This is an optimization exercise on Yosys and OpenROAD, whose aim is small area, a short achievable clock period and few clock cycles per item, not a production implementation. At most, simulation tests tie the RTL to the original design; equivalence was not proved. Only the layout flow was run in runs 2 and 3; the RTL was not checked for function there.

==> flow/design.v <==
`default_nettype none
package mhu_pkg;
    localparam bit PREFIX_ADD = 1'b1;
endpackage
`default_nettype wire
`default_nettype none
module mhu_add
#(
    parameter int W = 8
)
(
    input  wire logic [W-1:0] a,
    input  wire logic [W-1:0] b,
    input  wire logic         cin,
    output logic [W-1:0]      s
);
    localparam int LV = (W > 32) ? 6 : (W > 16) ? 5 : (W > 8) ? 4 : (W > 4) ? 3 : (W > 2) ? 2 : 1;
    logic [W-1:0] p0;
    logic [LV:0][W-1:0] g;
    logic [LV:0][W-1:0] p;
    always_comb
    begin
        p0 = a ^ b;
        g = '0;
        p = '0;
        s = a + b + W'(cin);
        if (mhu_pkg::PREFIX_ADD)
        begin
        g[0] = a & b;
        g[0][0] = (a[0] & b[0]) | (p0[0] & cin);
        p[0] = p0;
        for (int l = 0; l < LV; l++)
        begin
            for (int i = 0; i < W; i++)
            begin
                if (((i >> l) & 1) != 0)
                begin
                    g[l+1][i] = g[l][i] | (p[l][i] & g[l][((i >> l) << l) - 1]);
                    p[l+1][i] = p[l][i] & p[l][((i >> l) << l) - 1];
                end
                else
                begin
                    g[l+1][i] = g[l][i];
                    p[l+1][i] = p[l][i];
                end
            end
        end
        s[0] = p0[0] ^ cin;
        for (int i = 1; i < W; i++)
            s[i] = p0[i] ^ g[LV][i-1];
        end
    end
endmodule
module mhu_cordic_stage
#(
    parameter int STEP = 0,
    parameter int WXI  = 25,
    parameter int WYI  = 25,
    parameter int WYO  = 25,
    parameter int KE   = 25,
    parameter int SELY = 0
)
(
    input  wire logic [WXI-1:0]        x_in,
    input  wire logic signed [WYI-1:0] y_in,
    output logic                       d,
    output logic [WXI-1:0]             x_out,
    output logic signed [WYO-1:0]      y_out
);
    localparam int W = ((WXI + 1 > WYI) ? WXI + 1 : WYI) + 1;
    logic signed [W-1:0] xs, ys, dx, dy;
    logic neg;
    logic [WYO-1:0] yp, ym;
    always_comb
    begin
        xs  = $signed({{(W-WXI){1'b0}}, x_in});
        ys  = W'(y_in);
        dx  = ys >>> STEP;
        dy  = xs >>> STEP;
        neg = y_in[WYI-1];
        d   = !neg && (y_in != '0);
    end
    mhu_add #(.W(WXI)) u_x (
        .a   (x_in),
        .b   (WXI'(dx[KE-1:0] ^ {KE{neg}})),
        .cin (neg),
        .s   (x_out)
    );
    generate
        if (SELY != 0)
        begin : g_sel
            mhu_add #(.W(WYO)) u_yp (.a(ys[WYO-1:0]), .b(dy[WYO-1:0]), .cin(1'b0), .s(yp));
            mhu_add #(.W(WYO)) u_ym (.a(ys[WYO-1:0]), .b(~dy[WYO-1:0]), .cin(1'b1), .s(ym));
            assign y_out = d ? ym : yp;
        end
        else
        begin : g_xor
            mhu_add #(.W(WYO)) u_y (.a(ys[WYO-1:0]), .b(dy[WYO-1:0] ^ {WYO{d}}), .cin(d), .s(yp));
            assign y_out = yp;
        end
    endgenerate
endmodule
`default_nettype wire
`default_nettype none
module magnetometer_heading_unpack
(
    input  wire logic              clk,
    input  wire logic              rst_n,
    input  wire logic              in_valid,
    output logic                   in_ready,
    input  wire logic [7:0]        x_high_byte,
    input  wire logic [7:0]        x_low_byte,
    input  wire logic [7:0]        y_high_byte,
    input  wire logic [7:0]        y_low_byte,
    input  wire logic [7:0]        z_high_byte,
    input  wire logic [7:0]        z_low_byte,
    output logic                   out_valid,
    input  wire logic              out_ready,
    output logic signed [15:0]     mag_x,
    output logic signed [15:0]     mag_y,
    output logic signed [15:0]     mag_z,
    output logic [16:0]            heading
);
    logic go;             
    logic ov;             
    logic [15:1] v;       
    assign go = !ov || out_ready;
    logic [15:0] in_x, in_y, in_z;
    logic signed [16:0] xe, ye, xa, ya;
    logic [24:0] x_0;
    logic signed [24:0] y_0;
    always_comb begin
        in_x = {x_high_byte, x_low_byte};
        in_y = {y_high_byte, y_low_byte};
        in_z = {z_high_byte, z_low_byte};
        xe = {in_x[15], in_x};
        ye = {in_y[15], in_y};
        xa = in_x[15] ? -xe : xe;
        ya = in_x[15] ? -ye : ye;
        x_0 = 25'({xa, 8'd0});
        y_0 = 25'({ya, 8'd0});
    end
    wire [24:0] c1x_0 = x_0;
    wire signed [24:0] c1y_0 = y_0;
    logic d_0;
    logic [24:0] c1x_1;
    logic signed [24:0] c1y_1;
    mhu_cordic_stage #(.STEP(0), .WXI(25), .WYI(25), .WYO(25), .KE(24), .SELY(1)) u_rot0 (
        .x_in(c1x_0), .y_in(c1y_0), .d(d_0), .x_out(c1x_1), .y_out(c1y_1));
    logic [16:0] r1_x;
    logic signed [16:0] r1_y;
    logic [15:0] r1_mx, r1_my, r1_mz;
    logic [0:0] r1_d;
    always_ff @(posedge clk)
        if (go) begin
            r1_x <= c1x_1[24:8];
            r1_y <= c1y_1[24:8];
            r1_mx <= in_x; r1_my <= in_y; r1_mz <= in_z;
            r1_d <= {d_0};
        end
    wire [24:0] c2x_1 = {r1_x, 8'd0};
    wire signed [24:0] c2y_1 = {r1_y, 8'd0};
    logic d_1;
    logic [24:0] c2x_2;
    logic signed [24:0] c2y_2;
    mhu_cordic_stage #(.STEP(1), .WXI(25), .WYI(25), .WYO(25), .KE(23), .SELY(1)) u_rot1 (
        .x_in(c2x_1), .y_in(c2y_1), .d(d_1), .x_out(c2x_2), .y_out(c2y_2));
    logic [17:0] r2_x;
    logic signed [17:0] r2_y;
    logic [15:0] r2_mx, r2_my, r2_mz;
    logic [1:0] r2_d;
    always_ff @(posedge clk)
        if (go) begin
            r2_x <= c2x_2[24:7];
            r2_y <= c2y_2[24:7];
            r2_mx <= r1_mx; r2_my <= r1_my; r2_mz <= r1_mz;
            r2_d <= {d_1, r1_d};
        end
    wire [24:0] c3x_2 = {r2_x, 7'd0};
    wire signed [24:0] c3y_2 = {r2_y, 7'd0};
    logic d_2;
    logic [24:0] c3x_3;
    logic signed [23:0] c3y_3;
    mhu_cordic_stage #(.STEP(2), .WXI(25), .WYI(25), .WYO(24), .KE(22), .SELY(1)) u_rot2 (
        .x_in(c3x_2), .y_in(c3y_2), .d(d_2), .x_out(c3x_3), .y_out(c3y_3));
    logic [19:0] r3_x;
    logic signed [18:0] r3_y;
    logic [15:0] r3_mx, r3_my, r3_mz;
    logic [2:0] r3_d;
    always_ff @(posedge clk)
        if (go) begin
            r3_x <= c3x_3[24:5];
            r3_y <= c3y_3[23:5];
            r3_mx <= r2_mx; r3_my <= r2_my; r3_mz <= r2_mz;
            r3_d <= {d_2, r2_d};
        end
    wire [24:0] c4x_3 = {r3_x, 5'd0};
    wire signed [23:0] c4y_3 = {r3_y, 5'd0};
    logic d_3;
    logic [24:0] c4x_4;
    logic signed [21:0] c4y_4;
    mhu_cordic_stage #(.STEP(3), .WXI(25), .WYI(24), .WYO(22), .KE(20), .SELY(1)) u_rot3 (
        .x_in(c4x_3), .y_in(c4y_3), .d(d_3), .x_out(c4x_4), .y_out(c4y_4));
    logic [22:0] r4_x;
    logic signed [19:0] r4_y;
    logic [15:0] r4_mx, r4_my, r4_mz;
    logic [3:0] r4_d;
    always_ff @(posedge clk)
        if (go) begin
            r4_x <= c4x_4[24:2];
            r4_y <= c4y_4[21:2];
            r4_mx <= r3_mx; r4_my <= r3_my; r4_mz <= r3_mz;
            r4_d <= {d_3, r3_d};
        end
    wire [24:0] c5x_4 = {r4_x, 2'd0};
    wire signed [21:0] c5y_4 = {r4_y, 2'd0};
    logic d_4;
    logic [24:0] c5x_5;
    logic signed [21:0] c5y_5;
    mhu_cordic_stage #(.STEP(4), .WXI(25), .WYI(22), .WYO(22), .KE(17), .SELY(1)) u_rot4 (
        .x_in(c5x_4), .y_in(c5y_4), .d(d_4), .x_out(c5x_5), .y_out(c5y_5));
    logic [24:0] r5_x;
    logic signed [21:0] r5_y;
    logic [15:0] r5_mx, r5_my, r5_mz;
    logic [4:0] r5_d;
    always_ff @(posedge clk)
        if (go) begin
            r5_x <= c5x_5[24:0];
            r5_y <= c5y_5[21:0];
            r5_mx <= r4_mx; r5_my <= r4_my; r5_mz <= r4_mz;
            r5_d <= {d_4, r4_d};
        end
    wire [24:0] c6x_5 = r5_x;
    wire signed [21:0] c6y_5 = r5_y;
    logic d_5;
    logic [24:0] c6x_6;
    logic signed [20:0] c6y_6;
    mhu_cordic_stage #(.STEP(5), .WXI(25), .WYI(22), .WYO(21), .KE(16), .SELY(1)) u_rot5 (
        .x_in(c6x_5), .y_in(c6y_5), .d(d_5), .x_out(c6x_6), .y_out(c6y_6));
    logic [24:0] r6_x;
    logic signed [20:0] r6_y;
    logic [15:0] r6_mx, r6_my, r6_mz;
    logic [5:0] r6_d;
    always_ff @(posedge clk)
        if (go) begin
            r6_x <= c6x_6[24:0];
            r6_y <= c6y_6[20:0];
            r6_mx <= r5_mx; r6_my <= r5_my; r6_mz <= r5_mz;
            r6_d <= {d_5, r5_d};
        end
    wire [24:0] c7x_6 = r6_x;
    wire signed [20:0] c7y_6 = r6_y;
    logic d_6;
    logic [24:0] c7x_7;
    logic signed [19:0] c7y_7;
    mhu_cordic_stage #(.STEP(6), .WXI(25), .WYI(21), .WYO(20), .KE(14), .SELY(1)) u_rot6 (
        .x_in(c7x_6), .y_in(c7y_6), .d(d_6), .x_out(c7x_7), .y_out(c7y_7));
    logic [24:0] r7_x;
    logic signed [19:0] r7_y;
    logic [15:0] r7_mx, r7_my, r7_mz;
    logic [6:0] r7_d;
    always_ff @(posedge clk)
        if (go) begin
            r7_x <= c7x_7[24:0];
            r7_y <= c7y_7[19:0];
            r7_mx <= r6_mx; r7_my <= r6_my; r7_mz <= r6_mz;
            r7_d <= {d_6, r6_d};
        end
    wire [24:0] c8x_7 = r7_x;
    wire signed [19:0] c8y_7 = r7_y;
    logic d_7;
    logic [24:0] c8x_8;
    logic signed [18:0] c8y_8;
    mhu_cordic_stage #(.STEP(7), .WXI(25), .WYI(20), .WYO(19), .KE(12), .SELY(1)) u_rot7 (
        .x_in(c8x_7), .y_in(c8y_7), .d(d_7), .x_out(c8x_8), .y_out(c8y_8));
    logic [24:0] r8_x;
    logic signed [18:0] r8_y;
    logic [15:0] r8_mx, r8_my, r8_mz;
    logic [7:0] r8_d;
    always_ff @(posedge clk)
        if (go) begin
            r8_x <= c8x_8[24:0];
            r8_y <= c8y_8[18:0];
            r8_mx <= r7_mx; r8_my <= r7_my; r8_mz <= r7_mz;
            r8_d <= {d_7, r7_d};
        end
    wire [24:0] c9x_8 = r8_x;
    wire signed [18:0] c9y_8 = r8_y;
    logic d_8;
    logic [24:0] c9x_9;
    logic signed [17:0] c9y_9;
    mhu_cordic_stage #(.STEP(8), .WXI(25), .WYI(19), .WYO(18), .KE(10), .SELY(1)) u_rot8 (
        .x_in(c9x_8), .y_in(c9y_8), .d(d_8), .x_out(c9x_9), .y_out(c9y_9));
    logic [24:0] r9_x;
    logic signed [17:0] r9_y;
    logic [15:0] r9_mx, r9_my, r9_mz;
    logic [8:0] r9_d;
    always_ff @(posedge clk)
        if (go) begin
            r9_x <= c9x_9[24:0];
            r9_y <= c9y_9[17:0];
            r9_mx <= r8_mx; r9_my <= r8_my; r9_mz <= r8_mz;
            r9_d <= {d_8, r8_d};
        end
    wire [24:0] c10x_9 = r9_x;
    wire signed [17:0] c10y_9 = r9_y;
    logic d_9;
    logic [24:0] c10x_10;
    logic signed [16:0] c10y_10;
    mhu_cordic_stage #(.STEP(9), .WXI(25), .WYI(18), .WYO(17), .KE(8), .SELY(1)) u_rot9 (
        .x_in(c10x_9), .y_in(c10y_9), .d(d_9), .x_out(c10x_10), .y_out(c10y_10));
    logic [24:0] r10_x;
    logic signed [16:0] r10_y;
    logic [15:0] r10_mx, r10_my, r10_mz;
    logic [9:0] r10_d;
    always_ff @(posedge clk)
        if (go) begin
            r10_x <= c10x_10[24:0];
            r10_y <= c10y_10[16:0];
            r10_mx <= r9_mx; r10_my <= r9_my; r10_mz <= r9_mz;
            r10_d <= {d_9, r9_d};
        end
    wire [24:0] c11x_10 = r10_x;
    wire signed [16:0] c11y_10 = r10_y;
    logic d_10;
    logic [24:0] c11x_11;
    logic signed [15:0] c11y_11;
    mhu_cordic_stage #(.STEP(10), .WXI(25), .WYI(17), .WYO(16), .KE(6), .SELY(1)) u_rot10 (
        .x_in(c11x_10), .y_in(c11y_10), .d(d_10), .x_out(c11x_11), .y_out(c11y_11));
    logic [24:0] r11_x;
    logic signed [15:0] r11_y;
    logic [15:0] r11_mx, r11_my, r11_mz;
    logic [10:0] r11_d;
    always_ff @(posedge clk)
        if (go) begin
            r11_x <= c11x_11[24:0];
            r11_y <= c11y_11[15:0];
            r11_mx <= r10_mx; r11_my <= r10_my; r11_mz <= r10_mz;
            r11_d <= {d_10, r10_d};
        end
    wire [24:0] c12x_11 = r11_x;
    wire signed [15:0] c12y_11 = r11_y;
    logic d_11;
    logic [24:0] c12x_12;
    logic signed [14:0] c12y_12;
    mhu_cordic_stage #(.STEP(11), .WXI(25), .WYI(16), .WYO(15), .KE(4), .SELY(1)) u_rot11 (
        .x_in(c12x_11), .y_in(c12y_11), .d(d_11), .x_out(c12x_12), .y_out(c12y_12));
    logic [24:0] r12_x;
    logic signed [14:0] r12_y;
    logic [15:0] r12_mx, r12_my, r12_mz;
    logic [11:7] r12_d;
    logic signed [25:0] r12_p;
    logic signed [25:0] p1;
    logic signed [25:0] pa0;
    always_comb
        case ({r11_d[2], r11_d[1], r11_d[0], r11_mx[15]})
            4'd0: pa0 = -26'sd6545688;
            4'd1: pa0 = 26'sd5250792;
            4'd2: pa0 = -26'sd647448;
            4'd3: pa0 = 26'sd11149032;
            4'd4: pa0 = -26'sd3063754;
            4'd5: pa0 = 26'sd8732726;
            4'd6: pa0 = 26'sd2834486;
            4'd7: pa0 = 26'sd14630966;
            4'd8: pa0 = -26'sd4705930;
            4'd9: pa0 = 26'sd7090550;
            4'd10: pa0 = 26'sd1192310;
            4'd11: pa0 = 26'sd12988790;
            4'd12: pa0 = -26'sd1223996;
            4'd13: pa0 = 26'sd10572484;
            4'd14: pa0 = 26'sd4674244;
            default: pa0 = 26'sd16470724;
        endcase
    logic signed [25:0] pa1;
    always_comb
        case ({r11_d[6], r11_d[5], r11_d[4], r11_d[3]})
            4'd0: pa1 = 26'sd0;
            4'd1: pa1 = 26'sd933890;
            4'd2: pa1 = 26'sd468758;
            4'd3: pa1 = 26'sd1402648;
            4'd4: pa1 = 26'sd234608;
            4'd5: pa1 = 26'sd1168498;
            4'd6: pa1 = 26'sd703366;
            4'd7: pa1 = 26'sd1637256;
            4'd8: pa1 = 26'sd117332;
            4'd9: pa1 = 26'sd1051222;
            4'd10: pa1 = 26'sd586090;
            4'd11: pa1 = 26'sd1519980;
            4'd12: pa1 = 26'sd351940;
            4'd13: pa1 = 26'sd1285830;
            4'd14: pa1 = 26'sd820698;
            default: pa1 = 26'sd1754588;
        endcase
    assign p1 = pa0 + pa1;
    always_ff @(posedge clk)
        if (go) begin
            r12_x <= c12x_12[24:0];
            r12_y <= c12y_12[14:0];
            r12_mx <= r11_mx; r12_my <= r11_my; r12_mz <= r11_mz;
            r12_p <= p1;
            r12_d <= {d_11, r11_d[10:7]};
        end
    wire [24:0] c13x_12 = r12_x;
    wire signed [14:0] c13y_12 = r12_y;
    logic d_12;
    logic [24:0] c13x_13;
    logic signed [13:0] c13y_13;
    mhu_cordic_stage #(.STEP(12), .WXI(25), .WYI(15), .WYO(14), .KE(2), .SELY(1)) u_rot12 (
        .x_in(c13x_12), .y_in(c13y_12), .d(d_12), .x_out(c13x_13), .y_out(c13y_13));
    logic [24:0] r13_x;
    logic signed [13:0] r13_y;
    logic [15:0] r13_mx, r13_my, r13_mz;
    logic [12:11] r13_d;
    logic signed [25:0] r13_p;
    logic signed [25:0] p2;
    logic signed [25:0] pb0;
    always_comb
        case ({r12_d[10], r12_d[9], r12_d[8], r12_d[7]})
            4'd0: pb0 = 26'sd0;
            4'd1: pb0 = 26'sd58670;
            4'd2: pb0 = 26'sd29336;
            4'd3: pb0 = 26'sd88006;
            4'd4: pb0 = 26'sd14668;
            4'd5: pb0 = 26'sd73338;
            4'd6: pb0 = 26'sd44004;
            4'd7: pb0 = 26'sd102674;
            4'd8: pb0 = 26'sd7334;
            4'd9: pb0 = 26'sd66004;
            4'd10: pb0 = 26'sd36670;
            4'd11: pb0 = 26'sd95340;
            4'd12: pb0 = 26'sd22002;
            4'd13: pb0 = 26'sd80672;
            4'd14: pb0 = 26'sd51338;
            default: pb0 = 26'sd110008;
        endcase
    assign p2 = r12_p + pb0;
    always_ff @(posedge clk)
        if (go) begin
            r13_x <= c13x_13[24:0];
            r13_y <= c13y_13[13:0];
            r13_mx <= r12_mx; r13_my <= r12_my; r13_mz <= r12_mz;
            r13_p <= p2;
            r13_d <= {d_12, r12_d[11]};
        end
    wire [24:0] c14x_13 = r13_x;
    wire signed [13:0] c14y_13 = r13_y;
    logic d_13;
    logic [24:0] c14x_14;
    logic signed [12:0] c14y_14;
    mhu_cordic_stage #(.STEP(13), .WXI(25), .WYI(14), .WYO(13), .KE(1), .SELY(1)) u_rot13 (
        .x_in(c14x_13), .y_in(c14y_13), .d(d_13), .x_out(c14x_14), .y_out(c14y_14));
    logic [24:0] r14_x;
    logic signed [12:0] r14_y;
    logic [15:0] r14_mx, r14_my, r14_mz;
    logic d13_r14;
    logic signed [25:0] r14_tp;    
    logic signed [25:0] tp;
    logic signed [25:0] pc0;
    always_comb
        case ({r13_d[12], r13_d[11]})
            2'd0: pc0 = 26'sd0;
            2'd1: pc0 = 26'sd3666;
            2'd2: pc0 = 26'sd1834;
            default: pc0 = 26'sd5500;
        endcase
    assign tp = r13_p + pc0;
    always_ff @(posedge clk)
        if (go) begin
            r14_x <= c14x_14[24:0];
            r14_y <= c14y_14[12:0];
            r14_mx <= r13_mx; r14_my <= r13_my; r14_mz <= r13_mz;
            d13_r14 <= d_13;
            r14_tp <= tp;
        end
    wire [24:0] c15x_14 = r14_x;
    wire signed [12:0] c15y_14 = r14_y;
    logic d_14;
    logic [24:0] c15x_15;
    logic signed [11:0] c15y_15;
    mhu_cordic_stage #(.STEP(14), .WXI(25), .WYI(13), .WYO(12), .KE(1), .SELY(1)) u_rot14 (
        .x_in(c15x_14), .y_in(c15y_14), .d(d_14), .x_out(c15x_15), .y_out(c15y_15));
    logic signed [11:0] r15_y;
    logic [15:0] r15_mx, r15_my, r15_mz;
    logic signed [25:0] r15_tb;    
    logic signed [25:0] tb;
    logic [10:0] tc;
    always_comb begin
        case ({d_14, d13_r14})
            2'd0: tc = 11'd0;
            2'd1: tc = 11'd916;
            2'd2: tc = 11'd458;
            default: tc = 11'd1374;
        endcase
        tb = r14_tp + 26'(tc);
    end
    always_ff @(posedge clk)
        if (go) begin
            r15_y <= c15y_15[11:0];
            r15_mx <= r14_mx; r15_my <= r14_my; r15_mz <= r14_mz;
            r15_tb <= tb;
        end
    logic d_15, zero, up;
    logic signed [17:0] t0, t1;
    logic [17:0] f0, f1;
    logic [16:0] h_next;
    always_comb begin
        d_15 = !r15_y[11] && (r15_y != '0);
        zero = (r15_mx == '0) && (r15_my == '0);
        up   = d_15 && (r15_tb[7:0] >= 8'd26);
        t0   = r15_tb[25:8];
        t1   = t0 + 18'sd1;
        f0   = t0[17] ? 18'(t0 + 18'sd92160) : 18'(t0);
        f1   = t1[17] ? 18'(t1 + 18'sd92160) : 18'(t1);
        if (zero) h_next = '0;
        else if (up) h_next = f1[16:0];
        else h_next = f0[16:0];
    end
    logic [15:0] o_x, o_y, o_z;
    logic [16:0] o_h;
    always_ff @(posedge clk or negedge rst_n)
        if (!rst_n) begin
            v  <= '0;
            ov <= 1'b0;
        end else if (go) begin
            v  <= {v[14:1], in_valid};
            ov <= v[15];
        end
    always_ff @(posedge clk)
        if (go) begin
            o_x <= r15_mx; o_y <= r15_my; o_z <= r15_mz; o_h <= h_next;
        end
    assign in_ready  = go;
    assign out_valid = ov;
    assign mag_x     = $signed(o_x);
    assign mag_y     = $signed(o_y);
    assign mag_z     = $signed(o_z);
    assign heading   = o_h;
endmodule
`default_nettype wire
==> flow/run.sh <==
#!/bin/bash
# synth_recipe.tcl (not shown) runs the flow's synth.tcl, then flattens the netlist and writes it again
# the make line also repeats each setting of config.mk as NAME=value (left out here)
make -C /OpenROAD-flow-scripts/flow DESIGN_CONFIG=/design/flow/config.mk WORK_HOME=/design/flow/orfs CLKGATE_MAP_FILE= SYNTH_SCRIPT=/design/flow/synth_recipe.tcl finish
==> flow/config.mk <==
export PLATFORM = sky130hd
export DESIGN_NAME = magnetometer_heading_unpack
export DESIGN_NICKNAME = magnetometer_heading_unpack
export VERILOG_FILES = /design/flow/design.v
export SDC_FILE = /design/flow/constraint.sdc
export NUM_CORES = 4
export LEC_CHECK = 0
export CAP_MARGIN = 20
export CORE_MARGIN = 2
export CORE_UTILIZATION = 40
export SETUP_SLACK_MARGIN = 3.0
export SLEW_MARGIN = 20
==> flow/constraint.sdc <==
create_clock -name core_clock -period 6.0 [get_ports {clk}]
set_input_delay 1.2000 -clock core_clock [delete_from_list [all_inputs] [get_ports {clk}]]
set_output_delay 1.2000 -clock core_clock [all_outputs]
set_load 0.01 [all_outputs]
==> results.yml, run 1 <==
synthesis:
  synth_top_family_by_area: "adder cells"
  yosys_warnings: 29
  yosysSeqAreaShare: 0.579
  synth_xor_area_frac: 0.0747
  synth_most_common_cell: "edfxtp_1"
  yosys.area.top_type_share: 0.562
  yosys-top-cells-count: "edfxtp_1 (1,533), ha_1 (708), inv_1 (600)"
  ys_ff_latch: 1601
  syn_inst: 6194
  synthFlopType: "edfxtp_1"
  synth_edf_count: 1533
  ys_types: 93
  synth_area_sq_um: 81900
  avgSynthCellArea_sq_um: 13.2
  syn_nets: 7109
  post-synth-top-area-cell: "edfxtp_1"
  synthMuxAreaShare: 0.0164
  synthArstFlopShare: 0.00999
  synthSimpleGateAreaFrac: 0.0740
  synth_adder_area_share: 0.146
  synth.area.top_cells: "edfxtp_1 (56%), ha_1 (11%), xnor2_1 (4.4%)"
  synth-compound-area-share: 0.0776
final_layout:
  area_growth_syn_to_layout_pct: 24.2
  n_fill_cell: 17334
  postLayoutCellArea_sq_um: 102000
  drive_above_1_share: 0.229
  layout.nets: 7932
clock_tree:
  cts_sinks: 1601
  numCtsBuffers: 175
  cts_root_buf: "clkbuf_16"
  ctsHoldBuffers: 0
  cts_tree: "yes"
  cts_max_path_buffers: 3
  htreeDepth: 4
  clock_latency_ps: 860
  cts.clk_slew.worst_paths_ps: 60
die:
  rows: 166
  die_h_um: 457
  initial_core_util: 0.401
  fp.dieArea_sq_um: 208000
  coreArea_sq_um: 204000
  io_pins: 119
  die_w_um: 457
grt:
  grt_antenna_before_repair: 3
  grt_use_total: 0.158
  grt_overflow_total: 0
  grt_pass1_vias: 50236
  grt_pass1_wl_um: 265000
  grt_max_degree: 205
drt:
  drt_iter0_drc: 2574
  vias: 49098
  routed_wl_um: 170000
  drc: 0
  drt_first_pass_iters: 7
  vias_per_cell: 4.98
  avgRoutedWirePerCell_um: 17.3
  drt.antenna.violating_nets: 0
sta:
  period_minus_slack_ps: 3710
  clock_skew_ps: 65.2
  max_slew_margin: 0.246
  worst_pin_slew_ps: 1130
  hold_viol: 0
  tns_ps: 0
  fmax_ghz: 0.269
  holdWs_ps: 388
  finalSetupViolCount: 0
  layout_worst_path_cycle_share: 0.619
  rsz0062_at_grt: "yes"
  finalMaxSlewViolations: 0
worst_setup_path:
  timing_worst_setup_path_type: "input port to flip-flop"
  worst_ep_required_time_ps: 6600
  endpoint_kind: "flip-flop"
  critPathLaunchType: "input port"
  r2r_cells: 15
  arrival_ps: 4310
  critPathMaxFanout: 2
worst_hold_path:
  hold_depth: 0
  min_path_type: "flip-flop to flip-flop"
status:
  status: "no timing/DRC/antenna violations"
place:
  numPortBuffers: 118
  post-dp-hpwl_um: 114000
  placed_area_sq_um: 86600
  place_congestion: 0.854
flow_run:
  drv_cap: 0
metal layers:
layer	track usage	vias up	wire length (um)
met5	0	-	0
met4	0.0642	0	6860
met3	0.0233	353	4950
met2	0.295	753	90800
met1	0.181	24057	67500
li1	-	23935	-
cell families (layout without fill, tap and decap cells):
family          Yosys count  after routing
other cells               0              5
xor+xnor                699            699
simple gates           1245           1246
mux                     131            131
flops                  1601           1601
buf+inv                 687           1658
fa+ha+maj               863            863
compound gates          968            968
state kept, by name, indices dropped and copies added (netlist names), 20 cells and up:
| register | count |
|---|---|
| r4_y | 20 |
| r10_x | 25 |
| r6_x | 25 |
| r5_y | 22 |
| r5_x | 25 |
| r12_p | 25 |
| r15_tb | 25 |
| r9_x | 25 |
| r8_x | 25 |
| r6_y | 21 |
| r13_p | 25 |
| r13_x | 25 |
| r14_tp | 25 |
| r11_x | 25 |
| r12_x | 25 |
| r3_x | 20 |
| r4_x | 23 |
| r7_y | 20 |
| pa1 | 20 |
| r7_x | 25 |
worst max-delay path, stage by stage:
cell	delay, ps
buf_8	110
inv_6	50
ha_4	120
nor4b_4	230
buf_4	160
buf_6	90
buf_4	110
a21oi_2	60
xnor2_2	220
inv_2	100
xnor2_2	250
ha_1	270
or2_2	310
a21oi_4	230
nor3_4	70
a2111oi_4	230
o21bai_2	130
a21o_1	190
xor2_1	170
through the flow:
stage | instances | util | worst slack [ps]
global route | 9856 | 0.499 | 2120
finish | 9859 | 0.499 | 2290
CTS | 9668 | 0.480 | 2350
floorplan | 6194 | - | -19530
detailed placement | 8958 | 0.424 | 282
global placement | 8958 | 0.424 | 300
layout by cell type (no fill, tap or decap), drive strengths merged, types with 19 or more instances in the layout:
cell,instances
o21a,58
xor2,283
nor4,68
mux2i,111
a21oi,281
o21ai,212
inv,607
dfxtp,52
clkinv,85
clkbuf,219
dlygate4sd2,31
mux2,20
nor2b,68
nand2,290
a211oi,34
a31oi,24
nor2,353
o211ai,20
buf,620
nand2b,59
xnor2,416
nand4,41
edfxtp,1533
o31ai,20
and2,25
fa,155
a21o,57
nand3,88
or4,21
clkdlybuf4s50,64
and3,35
or3,29
o21bai,70
ha,708
nor3,122
or2,19
repair_timing:
action,4_1_cts,5_1_grt
endpoints found under the setup margin,380,307
resized for setup,721,483
buffers inserted,381,185
pin swaps,316,375
gates cloned,3,1
path summary, 6_finish.rpt:
path	end	start	slack (ps)
worst min register to register	r6_mx[9]$_DFFE_PN_	r5_mx[9]$_DFFE_PN_	390
min in group asynchronous	v[1]$_DFFE_PN0N_	rst_n	830
worst max-delay path	r1_x[15]$_DFFE_PN_	y_low_byte[0]	2290
worst min-delay path	r6_mx[9]$_DFFE_PN_	r5_mx[9]$_DFFE_PN_	390
max in group asynchronous	v[11]$_DFFE_PN0N_	rst_n	4700
worst max register to register	r15_tb[11]$_DFFE_PN_	r14_y[1]$_DFFE_PN_	2310
cell type report:
type	instances	area (sq um)	share of cell area
sequential	1601	47500	0.466
tap	2688	3360	0.0330
multi-input combinational	3907	36500	0.358
timing repair inverter	1	7.51	0.0000737
clock buffer	217	4650	0.0457
clock inverter	109	1140	0.0112
antenna	5	12.5	0.000123
inverter	609	2340	0.0230
timing repair buffer	722	6340	0.0623
Testbench counts, summed over its fixed seeds: cycles 16,128, items 16,000.
==> run 2, diff against run 1 <==
--- a/flow/design.v
+++ b/flow/design.v
@@ -58,7 +58,8 @@
     parameter int WYI  = 25,
     parameter int WYO  = 25,
     parameter int KE   = 25,
-    parameter int SELY = 0
+    parameter int SELY = 0,
+    parameter int SELX = 0
 )
 (
     input  wire logic [WXI-1:0]        x_in,
@@ -80,12 +81,27 @@
         neg = y_in[WYI-1];
         d   = !neg && (y_in != '0);
     end
-    mhu_add #(.W(WXI)) u_x (
-        .a   (x_in),
-        .b   (WXI'(dx[KE-1:0] ^ {KE{neg}})),
-        .cin (neg),
-        .s   (x_out)
-    );
+    generate
+        if (SELX != 0)
+        begin : g_xsel
+            logic [WXI-1:0] xp, xm;
+            logic [KE-1:0] ep, en;
+            assign ep = dx[KE-1:0];
+            assign en = ~dx[KE-1:0];
+            mhu_add #(.W(WXI)) u_xp (.a(x_in), .b(WXI'(ep)), .cin(1'b0), .s(xp));
+            mhu_add #(.W(WXI)) u_xm (.a(x_in), .b(WXI'(en)), .cin(1'b1), .s(xm));
+            assign x_out = neg ? xm : xp;
+        end
+        else
+        begin : g_xone
+            mhu_add #(.W(WXI)) u_x (
+                .a   (x_in),
+                .b   (WXI'(dx[KE-1:0] ^ {KE{neg}})),
+                .cin (neg),
+                .s   (x_out)
+            );
+        end
+    endgenerate
     generate
         if (SELY != 0)
         begin : g_sel
@@ -145,7 +161,7 @@
     logic d_0;
     logic [24:0] c1x_1;
     logic signed [24:0] c1y_1;
-    mhu_cordic_stage #(.STEP(0), .WXI(25), .WYI(25), .WYO(25), .KE(24), .SELY(1)) u_rot0 (
+    mhu_cordic_stage #(.STEP(0), .WXI(25), .WYI(25), .WYO(25), .KE(24), .SELY(1), .SELX(1)) u_rot0 (
         .x_in(c1x_0), .y_in(c1y_0), .d(d_0), .x_out(c1x_1), .y_out(c1y_1));
     logic [16:0] r1_x;
     logic signed [16:0] r1_y;
@@ -163,7 +179,7 @@
     logic d_1;
     logic [24:0] c2x_2;
     logic signed [24:0] c2y_2;
-    mhu_cordic_stage #(.STEP(1), .WXI(25), .WYI(25), .WYO(25), .KE(23), .SELY(1)) u_rot1 (
+    mhu_cordic_stage #(.STEP(1), .WXI(25), .WYI(25), .WYO(25), .KE(23), .SELY(1), .SELX(1)) u_rot1 (
         .x_in(c2x_1), .y_in(c2y_1), .d(d_1), .x_out(c2x_2), .y_out(c2y_2));
     logic [17:0] r2_x;
     logic signed [17:0] r2_y;
@@ -181,7 +197,7 @@
     logic d_2;
     logic [24:0] c3x_3;
     logic signed [23:0] c3y_3;
-    mhu_cordic_stage #(.STEP(2), .WXI(25), .WYI(25), .WYO(24), .KE(22), .SELY(1)) u_rot2 (
+    mhu_cordic_stage #(.STEP(2), .WXI(25), .WYI(25), .WYO(24), .KE(22), .SELY(1), .SELX(1)) u_rot2 (
         .x_in(c3x_2), .y_in(c3y_2), .d(d_2), .x_out(c3x_3), .y_out(c3y_3));
     logic [19:0] r3_x;
     logic signed [18:0] r3_y;
@@ -199,7 +215,7 @@
     logic d_3;
     logic [24:0] c4x_4;
     logic signed [21:0] c4y_4;
-    mhu_cordic_stage #(.STEP(3), .WXI(25), .WYI(24), .WYO(22), .KE(20), .SELY(1)) u_rot3 (
+    mhu_cordic_stage #(.STEP(3), .WXI(25), .WYI(24), .WYO(22), .KE(20), .SELY(1), .SELX(1)) u_rot3 (
         .x_in(c4x_3), .y_in(c4y_3), .d(d_3), .x_out(c4x_4), .y_out(c4y_4));
     logic [22:0] r4_x;
     logic signed [19:0] r4_y;
@@ -217,7 +233,7 @@
     logic d_4;
     logic [24:0] c5x_5;
     logic signed [21:0] c5y_5;
-    mhu_cordic_stage #(.STEP(4), .WXI(25), .WYI(22), .WYO(22), .KE(17), .SELY(1)) u_rot4 (
+    mhu_cordic_stage #(.STEP(4), .WXI(25), .WYI(22), .WYO(22), .KE(17), .SELY(1), .SELX(1)) u_rot4 (
         .x_in(c5x_4), .y_in(c5y_4), .d(d_4), .x_out(c5x_5), .y_out(c5y_5));
     logic [24:0] r5_x;
     logic signed [21:0] r5_y;
@@ -235,7 +251,7 @@
     logic d_5;
     logic [24:0] c6x_6;
     logic signed [20:0] c6y_6;
-    mhu_cordic_stage #(.STEP(5), .WXI(25), .WYI(22), .WYO(21), .KE(16), .SELY(1)) u_rot5 (
+    mhu_cordic_stage #(.STEP(5), .WXI(25), .WYI(22), .WYO(21), .KE(16), .SELY(1), .SELX(1)) u_rot5 (
         .x_in(c6x_5), .y_in(c6y_5), .d(d_5), .x_out(c6x_6), .y_out(c6y_6));
     logic [24:0] r6_x;
     logic signed [20:0] r6_y;
@@ -253,7 +269,7 @@
     logic d_6;
     logic [24:0] c7x_7;
     logic signed [19:0] c7y_7;
-    mhu_cordic_stage #(.STEP(6), .WXI(25), .WYI(21), .WYO(20), .KE(14), .SELY(1)) u_rot6 (
+    mhu_cordic_stage #(.STEP(6), .WXI(25), .WYI(21), .WYO(20), .KE(14), .SELY(1), .SELX(1)) u_rot6 (
         .x_in(c7x_6), .y_in(c7y_6), .d(d_6), .x_out(c7x_7), .y_out(c7y_7));
     logic [24:0] r7_x;
     logic signed [19:0] r7_y;
@@ -271,7 +287,7 @@
     logic d_7;
     logic [24:0] c8x_8;
     logic signed [18:0] c8y_8;
-    mhu_cordic_stage #(.STEP(7), .WXI(25), .WYI(20), .WYO(19), .KE(12), .SELY(1)) u_rot7 (
+    mhu_cordic_stage #(.STEP(7), .WXI(25), .WYI(20), .WYO(19), .KE(12), .SELY(1), .SELX(1)) u_rot7 (
         .x_in(c8x_7), .y_in(c8y_7), .d(d_7), .x_out(c8x_8), .y_out(c8y_8));
     logic [24:0] r8_x;
     logic signed [18:0] r8_y;
@@ -289,7 +305,7 @@
     logic d_8;
     logic [24:0] c9x_9;
     logic signed [17:0] c9y_9;
-    mhu_cordic_stage #(.STEP(8), .WXI(25), .WYI(19), .WYO(18), .KE(10), .SELY(1)) u_rot8 (
+    mhu_cordic_stage #(.STEP(8), .WXI(25), .WYI(19), .WYO(18), .KE(10), .SELY(1), .SELX(1)) u_rot8 (
         .x_in(c9x_8), .y_in(c9y_8), .d(d_8), .x_out(c9x_9), .y_out(c9y_9));
     logic [24:0] r9_x;
     logic signed [17:0] r9_y;
@@ -307,7 +323,7 @@
     logic d_9;
     logic [24:0] c10x_10;
     logic signed [16:0] c10y_10;
-    mhu_cordic_stage #(.STEP(9), .WXI(25), .WYI(18), .WYO(17), .KE(8), .SELY(1)) u_rot9 (
+    mhu_cordic_stage #(.STEP(9), .WXI(25), .WYI(18), .WYO(17), .KE(8), .SELY(1), .SELX(1)) u_rot9 (
         .x_in(c10x_9), .y_in(c10y_9), .d(d_9), .x_out(c10x_10), .y_out(c10y_10));
     logic [24:0] r10_x;
     logic signed [16:0] r10_y;
@@ -325,7 +341,7 @@
     logic d_10;
     logic [24:0] c11x_11;
     logic signed [15:0] c11y_11;
-    mhu_cordic_stage #(.STEP(10), .WXI(25), .WYI(17), .WYO(16), .KE(6), .SELY(1)) u_rot10 (
+    mhu_cordic_stage #(.STEP(10), .WXI(25), .WYI(17), .WYO(16), .KE(6), .SELY(1), .SELX(1)) u_rot10 (
         .x_in(c11x_10), .y_in(c11y_10), .d(d_10), .x_out(c11x_11), .y_out(c11y_11));
     logic [24:0] r11_x;
     logic signed [15:0] r11_y;
@@ -343,7 +359,7 @@
     logic d_11;
     logic [24:0] c12x_12;
     logic signed [14:0] c12y_12;
-    mhu_cordic_stage #(.STEP(11), .WXI(25), .WYI(16), .WYO(15), .KE(4), .SELY(1)) u_rot11 (
+    mhu_cordic_stage #(.STEP(11), .WXI(25), .WYI(16), .WYO(15), .KE(4), .SELY(1), .SELX(1)) u_rot11 (
         .x_in(c12x_11), .y_in(c12y_11), .d(d_11), .x_out(c12x_12), .y_out(c12y_12));
     logic [24:0] r12_x;
     logic signed [14:0] r12_y;
@@ -405,7 +421,7 @@
     logic d_12;
     logic [24:0] c13x_13;
     logic signed [13:0] c13y_13;
-    mhu_cordic_stage #(.STEP(12), .WXI(25), .WYI(15), .WYO(14), .KE(2), .SELY(1)) u_rot12 (
+    mhu_cordic_stage #(.STEP(12), .WXI(25), .WYI(15), .WYO(14), .KE(2), .SELY(1), .SELX(1)) u_rot12 (
         .x_in(c13x_12), .y_in(c13y_12), .d(d_12), .x_out(c13x_13), .y_out(c13y_13));
     logic [24:0] r13_x;
     logic signed [13:0] r13_y;
@@ -447,7 +463,7 @@
     logic d_13;
     logic [24:0] c14x_14;
     logic signed [12:0] c14y_14;
-    mhu_cordic_stage #(.STEP(13), .WXI(25), .WYI(14), .WYO(13), .KE(1), .SELY(1)) u_rot13 (
+    mhu_cordic_stage #(.STEP(13), .WXI(25), .WYI(14), .WYO(13), .KE(1), .SELY(1), .SELX(1)) u_rot13 (
         .x_in(c14x_13), .y_in(c14y_13), .d(d_13), .x_out(c14x_14), .y_out(c14y_14));
     logic [24:0] r14_x;
     logic signed [12:0] r14_y;
@@ -477,7 +493,7 @@
     logic d_14;
     logic [24:0] c15x_15;
     logic signed [11:0] c15y_15;
-    mhu_cordic_stage #(.STEP(14), .WXI(25), .WYI(13), .WYO(12), .KE(1), .SELY(1)) u_rot14 (
+    mhu_cordic_stage #(.STEP(14), .WXI(25), .WYI(13), .WYO(12), .KE(1), .SELY(1), .SELX(1)) u_rot14 (
         .x_in(c15x_14), .y_in(c15y_14), .d(d_14), .x_out(c15x_15), .y_out(c15y_15));
     logic signed [11:0] r15_y;
     logic [15:0] r15_mx, r15_my, r15_mz;
==> run 2 against run 1 <==
Flip-flop and latch count is 3 lower. Via count is 11% higher. Register-to-register slack better by 150 ps. Highest routed layer is now met5.
==> results.yml, run 2 <==
synthesis:
  synth_top_family_by_area: "adder cells"
  synth_most_common_cell: "edfxtp_1"
  synth_xor_area_frac: 0.0564
  syn_inst: 6900
  ys_types: 94
  synthArstFlopShare: 0.0100
  yosysSeqAreaShare: 0.547
  synth_area_sq_um: 86600
  synthFlopType: "edfxtp_1"
  yosys.area.top_type_share: 0.530
  ys_ff_latch: 1598
  post-synth-top-area-cell: "edfxtp_1"
  synthSimpleGateAreaFrac: 0.0810
  yosys_warnings: 29
  synthMuxAreaShare: 0.0214
  synth.area.top_cells: "edfxtp_1 (53%), ha_1 (12%), fa_1 (4.5%)"
  synth-compound-area-share: 0.0915
  syn_nets: 7974
  yosys-top-cells-count: "edfxtp_1 (1,530), ha_1 (828), inv_1 (763)"
  synth_edf_count: 1530
  avgSynthCellArea_sq_um: 12.6
  synth_adder_area_share: 0.164
drt:
  avgRoutedWirePerCell_um: 17.8
  drc: 0
  drt_first_pass_iters: 7
  drt.antenna.violating_nets: 0
  vias: 54317
  vias_per_cell: 5.09
  drt_iter0_drc: 3022
  routed_wl_um: 190000
place:
  place_congestion: 0.860
  numPlacedInstances: 9783
  post-dp-hpwl_um: 129000
  numPortBuffers: 118
sta:
  finalMaxSlewViolations: 0
  fmax_ghz: 0.282
  layout_worst_path_cycle_share: 0.591
  clock_skew_ps: 60.8
  max_slew_margin: 0.279
  hold_viol: 0
  period_minus_slack_ps: 3550
  worst_pin_slew_ps: 1080
  finalSetupViolCount: 0
  rsz0062_at_grt: "yes"
  tns_ps: 0
status:
  status: "no timing/DRC/antenna violations"
worst_setup_path:
  worst_ep_required_time_ps: 6630
  critPathMaxFanout: 4
  critPathLaunchType: "input port"
  endpoint_kind: "flip-flop"
  arrival_ps: 4170
  timing_worst_setup_path_type: "input port to flip-flop"
grt:
  grt_antenna_before_repair: 2
  grt_pass1_wl_um: 293000
  grt_pass1_vias: 54648
  grt_overflow_total: 0
  grt_max_degree: 189
  grt_use_total: 0.165
die:
  fp.dieArea_sq_um: 220000
  coreArea_sq_um: 215000
  io_pins: 119
  initial_core_util: 0.403
  die_h_um: 469
  die_w_um: 469
  rows: 170
final_layout:
  layout_commonest_cell: "edfxtp_1"
  area_growth_syn_to_layout_pct: 23.6
  layout.nets: 8752
  layout_common_cells: "edfxtp_1 (1,530), ha_1 (725), inv_1 (711)"
  drive_above_1_share: 0.214
  final_cells: 10668
flow_run:
  drv_cap: 0
clock_tree:
  cts_tree: "yes"
  numCtsBuffers: 177
  htreeDepth: 4
  cts_sinks: 1598
  cts_max_path_buffers: 3
  ctsHoldBuffers: 0
  cts_root_buf: "clkbuf_16"
  cts.clk_slew.worst_paths_ps: 60
  clock_latency_ps: 880
worst_hold_path:
  min_path_type: "flip-flop to flip-flop"
[run 2: cell families after synthesis]
logic type / after synthesis
DFF: 1598
muxes: 182
AOI/OAI and AO/OA: 1244
buffers and inverters: 883
and+or+nand+nor: 1413
adders and majority gates: 1022
xor gates and xnor gates: 558
[run 2: metrics by stage]
step           hold slack [ps]  worst slack (ps)   util  area (sq um)
2_1_floorplan              400            -19480      -         86700
3_3_place_gp               400               642  0.425         91400
3_5_place_dp               405               593  0.425         91400
4_1_cts                    394              2460  0.478        103000
5_1_grt                    402              2300  0.498        107000
6_report                   397              2450  0.498        107000
[run 2: repair_timing]
| item | 4_1_cts | 5_1_grt |
|---|---|---|
| buffers inserted | 328 | 220 |
| pin swaps | 292 | 406 |
| endpoints found under the setup margin | 598 | 336 |
| gates cloned | 4 | 2 |
| gates resized for setup | 749 | 536 |
[run 2: final timing paths]
path / startpoint / to / slack (ps) / cells after the start
setup / recovery: x_low_byte[3] / r1_x[15]$_DFFE_PN_ / 2450 / 15
hold / removal: r9_mz[9]$_DFFE_PN_ / r10_mz[9]$_DFFE_PN_ / 400 / 0
setup reg to reg: r14_y[1]$_DFFE_PN_ / r15_tb[19]$_DFFE_PN_ / 2460 / 16
hold reg to reg: r9_mz[9]$_DFFE_PN_ / r10_mz[9]$_DFFE_PN_ / 400 / 0
max in group asynchronous: rst_n / v[7]$_DFFE_PN0N_ / 4790 / 1
min in group asynchronous: rst_n / v[1]$_DFFE_PN0N_ / 780 / 1
[run 2: layout make-up]
cell class / count / area [sq um]
multi-input cells: 4421 / 40800
clock buffers: 213 / 4590
clock inverters: 115 / 1540
well taps: 2838 / 3550
flip-flops and latches: 1598 / 47400
diodes: 3 / 7.51
fillers: 18375 / 108000
repair inverters: 2 / 16.3
repair buffers: 707 / 6160
inverters: 771 / 2960
[run 2: critical path: stages]
cell and delay [ps]:
buf_8 110, nor4_4 320, nand2_2 150, o31a_1 340, xor2_1 140, buf_4 150, ha_4 210, nand2b_4 140
or3_1 310, a211o_1 300, nand4_1 200, a41oi_2 170, o21bai_2 180, o21ai_1 90, xnor2_1 140
[run 2: per-layer routing]
metal | part of all wire | wire length [um] | up-vias | global-route usage
li1 | - | - | 26346 | -
met1 | 0.41 | 78700 | 26658 | 0.198
met2 | 0.51 | 97300 | 908 | 0.297
met3 | 0.031 | 5850 | 403 | 0.0221
met4 | 0.040 | 7500 | 2 | 0.0690
met5 | 0.0011 | 201 | - | 0
==> run 3, diff against run 2 <==
--- a/flow/design.v
+++ b/flow/design.v
@@ -161,7 +161,7 @@
     logic d_0;
     logic [24:0] c1x_1;
     logic signed [24:0] c1y_1;
-    mhu_cordic_stage #(.STEP(0), .WXI(25), .WYI(25), .WYO(25), .KE(24), .SELY(1), .SELX(1)) u_rot0 (
+    mhu_cordic_stage #(.STEP(0), .WXI(25), .WYI(25), .WYO(25), .KE(24), .SELY(1), .SELX(0)) u_rot0 (
         .x_in(c1x_0), .y_in(c1y_0), .d(d_0), .x_out(c1x_1), .y_out(c1y_1));
     logic [16:0] r1_x;
     logic signed [16:0] r1_y;
@@ -179,7 +179,7 @@
     logic d_1;
     logic [24:0] c2x_2;
     logic signed [24:0] c2y_2;
-    mhu_cordic_stage #(.STEP(1), .WXI(25), .WYI(25), .WYO(25), .KE(23), .SELY(1), .SELX(1)) u_rot1 (
+    mhu_cordic_stage #(.STEP(1), .WXI(25), .WYI(25), .WYO(25), .KE(23), .SELY(1), .SELX(0)) u_rot1 (
         .x_in(c2x_1), .y_in(c2y_1), .d(d_1), .x_out(c2x_2), .y_out(c2y_2));
     logic [17:0] r2_x;
     logic signed [17:0] r2_y;
@@ -197,7 +197,7 @@
     logic d_2;
     logic [24:0] c3x_3;
     logic signed [23:0] c3y_3;
-    mhu_cordic_stage #(.STEP(2), .WXI(25), .WYI(25), .WYO(24), .KE(22), .SELY(1), .SELX(1)) u_rot2 (
+    mhu_cordic_stage #(.STEP(2), .WXI(25), .WYI(25), .WYO(24), .KE(22), .SELY(1), .SELX(0)) u_rot2 (
         .x_in(c3x_2), .y_in(c3y_2), .d(d_2), .x_out(c3x_3), .y_out(c3y_3));
     logic [19:0] r3_x;
     logic signed [18:0] r3_y;
@@ -215,7 +215,7 @@
     logic d_3;
     logic [24:0] c4x_4;
     logic signed [21:0] c4y_4;
-    mhu_cordic_stage #(.STEP(3), .WXI(25), .WYI(24), .WYO(22), .KE(20), .SELY(1), .SELX(1)) u_rot3 (
+    mhu_cordic_stage #(.STEP(3), .WXI(25), .WYI(24), .WYO(22), .KE(20), .SELY(1), .SELX(0)) u_rot3 (
         .x_in(c4x_3), .y_in(c4y_3), .d(d_3), .x_out(c4x_4), .y_out(c4y_4));
     logic [22:0] r4_x;
     logic signed [19:0] r4_y;
@@ -233,7 +233,7 @@
     logic d_4;
     logic [24:0] c5x_5;
     logic signed [21:0] c5y_5;
-    mhu_cordic_stage #(.STEP(4), .WXI(25), .WYI(22), .WYO(22), .KE(17), .SELY(1), .SELX(1)) u_rot4 (
+    mhu_cordic_stage #(.STEP(4), .WXI(25), .WYI(22), .WYO(22), .KE(17), .SELY(1), .SELX(0)) u_rot4 (
         .x_in(c5x_4), .y_in(c5y_4), .d(d_4), .x_out(c5x_5), .y_out(c5y_5));
     logic [24:0] r5_x;
     logic signed [21:0] r5_y;
@@ -251,7 +251,7 @@
     logic d_5;
     logic [24:0] c6x_6;
     logic signed [20:0] c6y_6;
-    mhu_cordic_stage #(.STEP(5), .WXI(25), .WYI(22), .WYO(21), .KE(16), .SELY(1), .SELX(1)) u_rot5 (
+    mhu_cordic_stage #(.STEP(5), .WXI(25), .WYI(22), .WYO(21), .KE(16), .SELY(1), .SELX(0)) u_rot5 (
         .x_in(c6x_5), .y_in(c6y_5), .d(d_5), .x_out(c6x_6), .y_out(c6y_6));
     logic [24:0] r6_x;
     logic signed [20:0] r6_y;
@@ -269,7 +269,7 @@
     logic d_6;
     logic [24:0] c7x_7;
     logic signed [19:0] c7y_7;
-    mhu_cordic_stage #(.STEP(6), .WXI(25), .WYI(21), .WYO(20), .KE(14), .SELY(1), .SELX(1)) u_rot6 (
+    mhu_cordic_stage #(.STEP(6), .WXI(25), .WYI(21), .WYO(20), .KE(14), .SELY(1), .SELX(0)) u_rot6 (
         .x_in(c7x_6), .y_in(c7y_6), .d(d_6), .x_out(c7x_7), .y_out(c7y_7));
     logic [24:0] r7_x;
     logic signed [19:0] r7_y;
@@ -287,7 +287,7 @@
     logic d_7;
     logic [24:0] c8x_8;
     logic signed [18:0] c8y_8;
-    mhu_cordic_stage #(.STEP(7), .WXI(25), .WYI(20), .WYO(19), .KE(12), .SELY(1), .SELX(1)) u_rot7 (
+    mhu_cordic_stage #(.STEP(7), .WXI(25), .WYI(20), .WYO(19), .KE(12), .SELY(1), .SELX(0)) u_rot7 (
         .x_in(c8x_7), .y_in(c8y_7), .d(d_7), .x_out(c8x_8), .y_out(c8y_8));
     logic [24:0] r8_x;
     logic signed [18:0] r8_y;
@@ -305,7 +305,7 @@
     logic d_8;
     logic [24:0] c9x_9;
     logic signed [17:0] c9y_9;
-    mhu_cordic_stage #(.STEP(8), .WXI(25), .WYI(19), .WYO(18), .KE(10), .SELY(1), .SELX(1)) u_rot8 (
+    mhu_cordic_stage #(.STEP(8), .WXI(25), .WYI(19), .WYO(18), .KE(10), .SELY(1), .SELX(0)) u_rot8 (
         .x_in(c9x_8), .y_in(c9y_8), .d(d_8), .x_out(c9x_9), .y_out(c9y_9));
     logic [24:0] r9_x;
     logic signed [17:0] r9_y;
@@ -323,7 +323,7 @@
     logic d_9;
     logic [24:0] c10x_10;
     logic signed [16:0] c10y_10;
-    mhu_cordic_stage #(.STEP(9), .WXI(25), .WYI(18), .WYO(17), .KE(8), .SELY(1), .SELX(1)) u_rot9 (
+    mhu_cordic_stage #(.STEP(9), .WXI(25), .WYI(18), .WYO(17), .KE(8), .SELY(1), .SELX(0)) u_rot9 (
         .x_in(c10x_9), .y_in(c10y_9), .d(d_9), .x_out(c10x_10), .y_out(c10y_10));
     logic [24:0] r10_x;
     logic signed [16:0] r10_y;
@@ -341,7 +341,7 @@
     logic d_10;
     logic [24:0] c11x_11;
     logic signed [15:0] c11y_11;
-    mhu_cordic_stage #(.STEP(10), .WXI(25), .WYI(17), .WYO(16), .KE(6), .SELY(1), .SELX(1)) u_rot10 (
+    mhu_cordic_stage #(.STEP(10), .WXI(25), .WYI(17), .WYO(16), .KE(6), .SELY(1), .SELX(0)) u_rot10 (
         .x_in(c11x_10), .y_in(c11y_10), .d(d_10), .x_out(c11x_11), .y_out(c11y_11));
     logic [24:0] r11_x;
     logic signed [15:0] r11_y;
@@ -359,7 +359,7 @@
     logic d_11;
     logic [24:0] c12x_12;
     logic signed [14:0] c12y_12;
-    mhu_cordic_stage #(.STEP(11), .WXI(25), .WYI(16), .WYO(15), .KE(4), .SELY(1), .SELX(1)) u_rot11 (
+    mhu_cordic_stage #(.STEP(11), .WXI(25), .WYI(16), .WYO(15), .KE(4), .SELY(1), .SELX(0)) u_rot11 (
         .x_in(c12x_11), .y_in(c12y_11), .d(d_11), .x_out(c12x_12), .y_out(c12y_12));
     logic [24:0] r12_x;
     logic signed [14:0] r12_y;
@@ -421,7 +421,7 @@
     logic d_12;
     logic [24:0] c13x_13;
     logic signed [13:0] c13y_13;
-    mhu_cordic_stage #(.STEP(12), .WXI(25), .WYI(15), .WYO(14), .KE(2), .SELY(1), .SELX(1)) u_rot12 (
+    mhu_cordic_stage #(.STEP(12), .WXI(25), .WYI(15), .WYO(14), .KE(2), .SELY(1), .SELX(0)) u_rot12 (
         .x_in(c13x_12), .y_in(c13y_12), .d(d_12), .x_out(c13x_13), .y_out(c13y_13));
     logic [24:0] r13_x;
     logic signed [13:0] r13_y;
@@ -463,7 +463,7 @@
     logic d_13;
     logic [24:0] c14x_14;
     logic signed [12:0] c14y_14;
-    mhu_cordic_stage #(.STEP(13), .WXI(25), .WYI(14), .WYO(13), .KE(1), .SELY(1), .SELX(1)) u_rot13 (
+    mhu_cordic_stage #(.STEP(13), .WXI(25), .WYI(14), .WYO(13), .KE(1), .SELY(1), .SELX(0)) u_rot13 (
         .x_in(c14x_13), .y_in(c14y_13), .d(d_13), .x_out(c14x_14), .y_out(c14y_14));
     logic [24:0] r14_x;
     logic signed [12:0] r14_y;
@@ -493,12 +493,12 @@
     logic d_14;
     logic [24:0] c15x_15;
     logic signed [11:0] c15y_15;
-    mhu_cordic_stage #(.STEP(14), .WXI(25), .WYI(13), .WYO(12), .KE(1), .SELY(1), .SELX(1)) u_rot14 (
+    mhu_cordic_stage #(.STEP(14), .WXI(25), .WYI(13), .WYO(12), .KE(1), .SELY(1), .SELX(0)) u_rot14 (
         .x_in(c15x_14), .y_in(c15y_14), .d(d_14), .x_out(c15x_15), .y_out(c15y_15));
     logic signed [11:0] r15_y;
     logic [15:0] r15_mx, r15_my, r15_mz;
     logic signed [25:0] r15_tb;    
-    logic signed [25:0] tb;
+    logic signed [25:0] tb, tb0, tb1;
     logic [10:0] tc;
     always_comb begin
         case ({d_14, d13_r14})
@@ -507,7 +507,9 @@
             2'd2: tc = 11'd458;
             default: tc = 11'd1374;
         endcase
-        tb = r14_tp + 26'(tc);
+        tb0 = r14_tp + (d13_r14 ? 26'sd916 : 26'sd0);
+        tb1 = r14_tp + (d13_r14 ? 26'sd1374 : 26'sd458);
+        tb  = d_14 ? tb1 : tb0;
     end
     always_ff @(posedge clk)
         if (go) begin
--- a/flow/config.mk
+++ b/flow/config.mk
@@ -7,6 +7,6 @@
 export LEC_CHECK = 0
 export CAP_MARGIN = 20
 export CORE_MARGIN = 2
-export CORE_UTILIZATION = 40
+export CORE_UTILIZATION = 60
 export SETUP_SLACK_MARGIN = 3.0
 export SLEW_MARGIN = 20
==> run 3 against run 2 <==
Setup slack lost 540 ps. Non-clock buffer count shrank 67. Cell area shrank 6.2%. Critical path depth is the same. Sequential share of layout area grew 3.0 points. Core utilization grew 23 points. Synthesized cell count shrank 8.0%. Synthesized area shrank 4.6%. Register-to-register slack gained 40 ps. Critical path type unchanged. Critical endpoint is now r1_x[16]$_DFFE_PN_. Largest cell class unchanged.
==> results.yml, run 3 <==
status:
  status: "no timing/DRC/antenna violations"
grt:
  grt_overflow_total: 0
  grt_pass1_vias: 49528
  grt_use_total: 0.237
  grtUsageMet3: 0.0311
  grt_pass1_wl_um: 264000
  met1_usage: 0.297
  grt_antenna_before_repair: 3
  grt_most_used_layer: "met2"
  grt_util_met2: 0.410
  grt_max_degree: 210
sta:
  max_slew_margin: 0.278
  period_minus_slack_ps: 4080
  fmax_ghz: 0.245
  hold_viol: 0
  layout_worst_path_cycle_share: 0.680
  rsz0062_at_grt: "yes"
  tns_ps: 0
  clock_skew_ps: 73.6
  setup_ws_ps: 1920
  worst_pin_slew_ps: 1050
  finalMaxSlewViolations: 0
  finalSetupViolCount: 0
drt:
  drt_iter0_drc: 3096
  vias_per_cell: 5.55
  avgRoutedWirePerCell_um: 18.9
  routed_wl_um: 171000
  vias: 49905
  drt_first_pass_iters: 5
  drt.antenna.violating_nets: 0
  drc: 0
final_layout:
  layout_common_cells: "edfxtp_1 (1,533), ha_1 (638), inv_1 (584)"
  drive_above_1_share: 0.211
  layout_commonest_cell: "edfxtp_1"
  final_cells: 9000
  postLayoutCellArea_sq_um: 100000
  layout.nets: 7983
  area_growth_syn_to_layout_pct: 21.5
place:
  placed_area_sq_um: 86200
  numPortBuffers: 118
  post-dp-hpwl_um: 116000
  place_congestion: 0.875
  numPlacedInstances: 8216
  post-place-ws_ps: 249
worst_setup_path:
  cpLargestDelayFamily: "compound AO/OA/AOI/OAI gates"
  arrival_ps: 4550
  critical-path-max-stage-delay_ps: 520
  cp_slowest_cell: "or4_4"
  path_buf_inv: 1
  endpoint_kind: "flip-flop"
  worstPathCellList: "buf_8 > or4_4 > or4_4 > nor3_4 > o21ai_4 > xnor2_1 > ha_1 > a21oi_2 > nor2b_1 > a211oi_2 > a21oi_2 > a221o_2 > a31o_4 > nor3_4 > o21bai_1"
  startpoint: "y_high_byte[2]"
  critPathMaxFanout: 5
  critPathLaunchType: "input port"
  worst_ep_required_time_ps: 6470
  r2r-start: "r14_y[1]$_DFFE_PN_"
  timing_worst_setup_path_type: "input port to flip-flop"
die:
  rows: 136
  initial_core_util: 0.603
  die_h_um: 375
  io_pins: 119
  coreArea_sq_um: 137000
  fp.dieArea_sq_um: 141000
  die_w_um: 375
synthesis:
  synth_edf_count: 1533
  yosys-top-cells-count: "edfxtp_1 (1,533), ha_1 (707), inv_1 (623)"
  avgSynthCellArea_sq_um: 13.0
  synthSimpleGateAreaFrac: 0.0782
  synth.area.top_cells: "edfxtp_1 (56%), ha_1 (11%), xnor2_1 (4.3%)"
  synth_most_common_cell: "edfxtp_1"
  synth_area_sq_um: 82700
  synthMuxAreaShare: 0.0147
  synthArstFlopShare: 0.00999
  synth_adder_area_share: 0.145
  post-synth-top-area-cell: "edfxtp_1"
  syn_nets: 7261
  synth_top_family_by_area: "adder cells"
  synth-compound-area-share: 0.0818
  ys_types: 86
  yosys_warnings: 29
  ys_ff_latch: 1601
  yosys.area.top_type_share: 0.557
  synthFlopType: "edfxtp_1"
  synth_xor_area_frac: 0.0735
  yosysSeqAreaShare: 0.574
  syn_inst: 6347
clock_tree:
  htreeDepth: 4
  cts.clk_slew.worst_paths_ps: 60
  cts_max_path_buffers: 3
  numCtsBuffers: 165
  cts_root_buf: "clkbuf_16"
  cts_tree: "yes"
  ctsHoldBuffers: 0
  clock_latency_ps: 800
  cts_sinks: 1601
flow_run:
  drv_cap: 0
worst_hold_path:
  min_path_type: "flip-flop to flip-flop"
  worstHoldStart: "r3_d[0]$_DFFE_PN_"
run 3: logic make-up (layout without fill, tap and decap cells):
family / after synthesis / after routing
xor+xnor: 694 / 694
simple gates: 1309 / 1309
mux: 119 / 119
compound gates: 1043 / 1044
fa+ha+maj: 862 / 862
buf+inv: 719 / 1574
other cells: 0 / 3
flops: 1601 / 1601
run 3: cell type report:
cell class | count | area (sq um)
Tap cell | 1794 | 2240
Timing Repair Buffer | 640 | 5670
Clock inverter | 85 | 1000
Antenna cell | 3 | 7.51
Timing Repair inverter | 2 | 15.0
Sequential cell | 1601 | 47500
Clock buffer | 216 | 4410
Multi-Input combinational cell | 4028 | 37200
Fill cell | 9025 | 36700
Inverter | 631 | 2430
run 3: metal layers:
layer / vias to the layer above / part of all wire
met4: 0 / 0.046
met1: 24316 / 0.42
met5: - / 0
li1: 24322 / -
met3: 372 / 0.031
met2: 895 / 0.51
run 3: per-stage QoR:
stage / hold WS [ps] / util
global placement: 400 / 0.629
CTS: 344 / 0.705
floorplan: 400 / -
detailed placement: 405 / 0.629
finish: 347 / 0.732
global route: 350 / 0.732
run 3: worst reg2reg max path, cell delays in order, from the launching register on:
cell,delay (ps)
edfxtp_1,430
nor4_4,380
a31oi_4,130
buf_6,160
ha_4,170
fa_2,350
a21o_1,170
a21oi_2,160
nor2_1,70
o21a_1,180
o21a_1,210
o21ai_2,160
a211o_1,200
buf_6,160
nor2_2,60
xor2_2,300
run 3: path summary, 6_finish.rpt:
check / end / slack, ps / cells after the start
setup / recovery: r1_x[16]$_DFFE_PN_ / 1920 / 15
hold / removal: r4_d[0]$_DFFE_PN_ / 350 / 0
setup reg to reg: r15_tb[19]$_DFFE_PN_ / 2500 / 15
hold reg to reg: r4_d[0]$_DFFE_PN_ / 350 / 0
max in group asynchronous: ov$_DFFE_PN0N_ / 4580 / 1
min in group asynchronous: v[5]$_DFFE_PN0N_ / 850 / 1
run 3: what timing repair did:
item                                     CTS  global route
hold endpoints to repair                   0             0
cloned                                     2             2
pin swaps                                265           376
gates resized for setup                  730           448
buffers inserted                         272           204
endpoints found under the setup margin  1461           288

[separate check: timing with driven ports]
The results above use ideal ports. As a check the final layouts listed here were re-extracted and re-timed, cells and wires unchanged.
Step 1, drivers: a clkbuf_16 drives clk and a buf_2 each remaining input, both assumed.
Step 2 adds t to the input delays and takes it off the output delays; t is the mean of the earliest and latest rising clock arrival at the registers after step 1. Input paths then give back, and output paths get back, about the clock's delay inside the block.
Three values: ideal ports, drivers, drivers and shift; two values: the first two.
| run | t, ns | slack for setup (ns) | worst setup path at the end | clock arrival spread, ns |
|---|---|---|---|---|
| run 1 | 0.901 | 2.286 / 2.296 / 1.394 | input to register | 0.081 / 0.081 |
| run 2 | 0.915 | 2.453 / 2.464 / 1.576 | input to register | 0.098 / 0.099 |
| run 3 | 0.855 | 1.917 / 1.962 / 1.108 | input to register | 0.083 / 0.083 |
After both steps every run listed still meets setup and hold. The setup slack of run 1, which loses most, moves by +0.010 ns with the drivers and by -0.892 ns with both steps.
